Context: an optimization exercise on an open-source flow, tuned for small area, a short achievable clock period and few clock cycles per item. The choices shown serve that exercise and are no tape-out recipe.
In this exercise RTL edits were held to simulation tests only and were not proved equivalent to the original.
Power is estimated from default activity; no workload was simulated.

==> flow/design.v (excerpt) <==
module instr_mem_ctrl #(
  parameter int XLEN   = 32,
  parameter int DEPTH  = 64,
  parameter int ADDR_W = 32,
  localparam int IDX_W = $clog2(DEPTH)
) (
  input  logic               i_clk,
  input  logic               i_rst,
  input  logic               i_clear,
  output logic               o_busy,
  input  logic               i_req_valid,
  output logic               o_req_ready,
  input  logic [ADDR_W-1:0]  i_req_addr,
  output logic               o_rsp_valid,
  input  logic               i_rsp_ready,
  output logic [XLEN-1:0]    o_rsp_instr,
  output logic [instr_mem_pkg::FAULT_W-1:0] o_rsp_fault,
  input  logic               i_wr_en,
  input  logic [ADDR_W-1:0]  i_wr_addr,
  input  logic [XLEN-1:0]    i_wr_data
);
For scale: about 2500 flip-flops, roughly 87000 um2 of cells after synthesis.
make LEC_CHECK=0 CAP_MARGIN=20 CORE_MARGIN=2 CORE_UTILIZATION=70 CTS_CLUSTER_DIAMETER=100 CTS_CLUSTER_SIZE=30 SETUP_SLACK_MARGIN=2.0 SLEW_MARGIN=20 TNS_END_PERCENT=100 finish   # period 4.0 ns
run.sh (not shown) runs the stock make flow with config.mk's settings and CLKGATE_MAP_FILE= SYNTH_SCRIPT=/design/flow/synth_recipe.tcl, a recipe that flattens the netlist after the stock synthesis.
The starting point completed without violations.
Testbench counts at the start, summed over its fixed seeds: cycles 24,024, items 24,000.
Change:
SETUP_SLACK_MARGIN = 2.1   (was 2.0)
Register-to-register slack improves by 70 ps.
Die area stays the same.
Utilization is higher by 0.52 points.
Global-route usage is higher by 1.0 points.
Setup slack improves by 33 ps.
Synthesized area is unchanged.
Clock skew is higher by 9.9 ps.
Power stays flat.

========
Another version of the RTL of instr_mem_ctrl (not shown whole).
Size: roughly 4,500 cells after synthesis, roughly 2,500 flip-flops, roughly 140 I/O pins, ~85,000 sq um of cells after synthesis.
## instr_mem_ctrl
module instr_mem_ctrl #(
  parameter int XLEN   = 32,
  parameter int DEPTH  = 64,
  parameter int ADDR_W = 32,
  localparam int IDX_W = $clog2(DEPTH)
) (
  input  logic               i_clk,
  input  logic               i_rst,
  input  logic               i_clear,
  output logic               o_busy,
  input  logic               i_req_valid,
  output logic               o_req_ready,
  input  logic [ADDR_W-1:0]  i_req_addr,
  output logic               o_rsp_valid,
  input  logic               i_rsp_ready,
  output logic [XLEN-1:0]    o_rsp_instr,
  output logic [instr_mem_pkg::FAULT_W-1:0] o_rsp_fault,
  input  logic               i_wr_en,
  input  logic [ADDR_W-1:0]  i_wr_addr,
  input  logic [XLEN-1:0]    i_wr_data
);
clock: 4.0 ns
lec_check: 0
cap_margin: 20
core_margin: 2
core_utilization: 70
cts_cluster_diameter: 100
cts_cluster_size: 30
gpl_timing_driven: 0
setup_slack_margin: 2.15
slew_margin: 20
tns_end_percent: 100
The baseline ran to the end with no violations.
Testbench counts at the start, summed over its fixed seeds: cycles 24,024, items 24,000.
Edit:
- GPL_TIMING_DRIVEN: 0 -> not set
Outcome: The new run produced a clean layout; global-route usage goes down by 3.5 points; final area goes down by about 5%; cell count goes down by about 3.6%; critical path depth goes down by 3; via count goes down by about 4%; power stays flat; clock-buffer cell count goes up by 7; fmax goes up by 26%.

========
## build 85
instr_mem_ctrl again, from the RTL that the note above started with.
make LEC_CHECK=0 CAP_MARGIN=20 CORE_MARGIN=2 CORE_UTILIZATION=70 CTS_CLUSTER_DIAMETER=100 CTS_CLUSTER_SIZE=30 SETUP_SLACK_MARGIN=2.1 SLEW_MARGIN=20 TNS_END_PERCENT=30 finish   # period 4.0 ns
Build 85 completed end to end with timing, DRC and antenna clean.
Testbench counts of build 85, summed over its fixed seeds: cycles 24,024, items 24,000.
Relative to build 85, the following input files were edited for build 46:
# build 85
export LEC_CHECK = 0
export CAP_MARGIN = 20
export CORE_MARGIN = 2
export CORE_UTILIZATION = 70
export CTS_CLUSTER_DIAMETER = 100
export CTS_CLUSTER_SIZE = 30
export SETUP_SLACK_MARGIN = 2.1
export SLEW_MARGIN = 20
export TNS_END_PERCENT = 30
create_clock -name core_clock -period 4.0 [get_ports {i_clk}]
# build 46
export LEC_CHECK = 0
export CAP_MARGIN = 20
export CORE_MARGIN = 2
export CORE_UTILIZATION = 78
export CTS_CLUSTER_DIAMETER = 100
export CTS_CLUSTER_SIZE = 30
export SETUP_SLACK_MARGIN = 2.1
export SLEW_MARGIN = 20
export TNS_END_PERCENT = 100
create_clock -name core_clock -period 4.0 [get_ports {i_clk}]
## What came out
In the tables for build 46 and build 85, via count of the first global-routing pass reads lower with build 85.
Build 85 ended up with more cell instances than build 46 did.
Build 46 vs build 85: floorplan die width down in build 46
Delta(amount of wire on met2 after detailed routing, build 46 - build 85) > 0
The routed wire length of build 46 was inferior to that of build 85.
There was hardly any difference in synthesis-to-finish area growth between build 85 and build 46.
Taking build 85 as the reference, in build 46 worst setup slack shows an increase of 0.060 ns; hold slack shows no meaningful change.
Per the comparison of build 46 with build 85, met2 usage in global routing grew by 7.0 points, share of the core filled with cells in the final layout grew by 8.3 points, reg2reg setup slack rose 0.10 ns.
Here is what was changed in the inputs of build 25 compared with build 46.
# build 46
export LEC_CHECK = 0
export CAP_MARGIN = 20
export CORE_MARGIN = 2
export CORE_UTILIZATION = 78
export CTS_CLUSTER_DIAMETER = 100
export CTS_CLUSTER_SIZE = 30
export SETUP_SLACK_MARGIN = 2.1
export SLEW_MARGIN = 20
export TNS_END_PERCENT = 100
create_clock -name core_clock -period 4.0 [get_ports {i_clk}]
# build 25
export LEC_CHECK = 0
export CAP_MARGIN = 20
export CORE_MARGIN = 2
export CORE_UTILIZATION = 70
export CTS_CLUSTER_DIAMETER = 100
export CTS_CLUSTER_SIZE = 30
export SETUP_SLACK_MARGIN = 2.1
export SLEW_MARGIN = 20
export TNS_END_PERCENT = 100
create_clock -name core_clock -period 4.0 [get_ports {i_clk}]
[summary]
Build 25 completed; timing, DRC and antenna clean
Build 46 reached the end of the flow, and the finished layout is clean on the timing, DRC and antenna checks.
On count of routing violations after the opening detailed-route iteration, build 46 loses to build 25.
Of build 25 and build 46, the run reporting the lower number of antenna violations at the first check in global routing was build 46.
Compared build 25 vs build 46, and total vias in the final route is down in build 25.
Going from build 46 to build 25, routed wire length now larger; transition time of the tightest slew-check pin went down 0.097 ns; global-route usage saw a decrease; post-cts gate resize count climbed 12%.
Relative to build 25, the following input files were edited for build 30:
# build 25
export LEC_CHECK = 0
export CAP_MARGIN = 20
export CORE_MARGIN = 2
export CORE_UTILIZATION = 70
export CTS_CLUSTER_DIAMETER = 100
export CTS_CLUSTER_SIZE = 30
export SETUP_SLACK_MARGIN = 2.1
export SLEW_MARGIN = 20
export TNS_END_PERCENT = 100
create_clock -name core_clock -period 4.0 [get_ports {i_clk}]
# build 30
export LEC_CHECK = 0
export CAP_MARGIN = 0
export CORE_MARGIN = 2
export CORE_UTILIZATION = 70
export CTS_CLUSTER_DIAMETER = 100
export CTS_CLUSTER_SIZE = 30
export SETUP_SLACK_MARGIN = 2.15
export SLEW_MARGIN = 0
export TNS_END_PERCENT = 100
create_clock -name core_clock -period 4.0 [get_ports {i_clk}]
==> comparison <==
- Build 30 did not stop at any stage, and its layout met the timing, DRC and antenna checks.
- Diff build 25 -> build 30: total design power neither gained nor lost much, count of buffers not belonging to the clock network in the layout dropped 2.9%, area taken by multi-input logic gates barely changed.
- Summary of the comparison: count of instances resized after the clock tree is built is higher in build 30, relative to build 25.
- Setup WNS build 25 -> build 30: better
The following lists how build 9 was set up differently from build 30:
# build 30
export LEC_CHECK = 0
export CAP_MARGIN = 0
export CORE_MARGIN = 2
export CORE_UTILIZATION = 70
export CTS_CLUSTER_DIAMETER = 100
export CTS_CLUSTER_SIZE = 30
export SETUP_SLACK_MARGIN = 2.15
export SLEW_MARGIN = 0
export TNS_END_PERCENT = 100
create_clock -name core_clock -period 4.0 [get_ports {i_clk}]
# build 9
export LEC_CHECK = 0
export CAP_MARGIN = 20
export CORE_MARGIN = 2
export CORE_UTILIZATION = 65
export CTS_CLUSTER_DIAMETER = 100
export CTS_CLUSTER_SIZE = 30
export SETUP_SLACK_MARGIN = 2.1
export SLEW_MARGIN = 20
export TNS_END_PERCENT = 100
create_clock -name core_clock -period 4.0 [get_ports {i_clk}]
- Build 9 vs. build 30: via count of the first global-routing pass shows a reduction of 2.9%, clock group power has remained practically unchanged, routed metal-1 wirelength moved up, maximum frequency shows a reduction of about 1.7%.
- Build 30 → build 9: cell count +127; die area +9400 um2; row count +5; logic gate share of total power ~0 delta; post-layout worst setup margin -0.034 ns.

==> re-timing with driven ports <==
Ports are ideal in the flow. The routed layouts listed here were re-timed in OpenROAD. Step 1: set_driving_cell puts a clkbuf_16 on i_clk and a buf_2 on each other input, an assumption about the parent block. Step 2 adds t to the input delays and takes it off the output delays; t is the mean of the earliest and latest rising clock arrival at the registers after step 1. Input paths then give back, and output paths get back, about the clock's delay inside the block. Three values: no drivers, after step 1, after step 2; two values: the first two.
| run | t, ns | slack for setup (ns) | worst setup path at the end | slew at the worst register clock pin (ns) | pins driven straight from the clock port |
|---|---|---|---|---|---|
| the first run of note 1 | 0.809 | 1.955 / 1.900 / 1.273 | input to register | 0.12 / 0.12 | 1 |
| the second run of note 1 | 0.812 | 1.988 / 1.911 / 1.417 | input to register | 0.12 / 0.12 | 1 |
| the first run of note 2 | 0.820 | 1.494 / 1.494 / 1.356 | input to register | 0.12 / 0.12 | 1 |
| the second run of note 2 | 0.815 | 2.009 / 1.923 / 1.376 | input to register | 0.12 / 0.12 | 1 |
| build 85 | 0.808 | 1.929 / 1.907 / 1.366 | input to register | 0.12 / 0.12 | 1 |
| build 46 | 0.811 | 1.989 / 1.906 / 1.293 | input to register | 0.12 / 0.12 | 1 |
| build 25 | 0.806 | 1.991 / 1.909 / 1.338 | input to register | 0.12 / 0.12 | 1 |
| build 30 | 0.815 | 2.008 / 1.921 / 1.439 | input to register | 0.12 / 0.12 | 1 |
| build 9 | 0.830 | 1.974 / 1.887 / 1.383 | input to register | 0.12 / 0.12 | 1 |
After both steps every run listed still meets setup and hold. The setup slack of build 46, which loses most, moves by -0.083 ns with the drivers and by -0.696 ns with both steps.
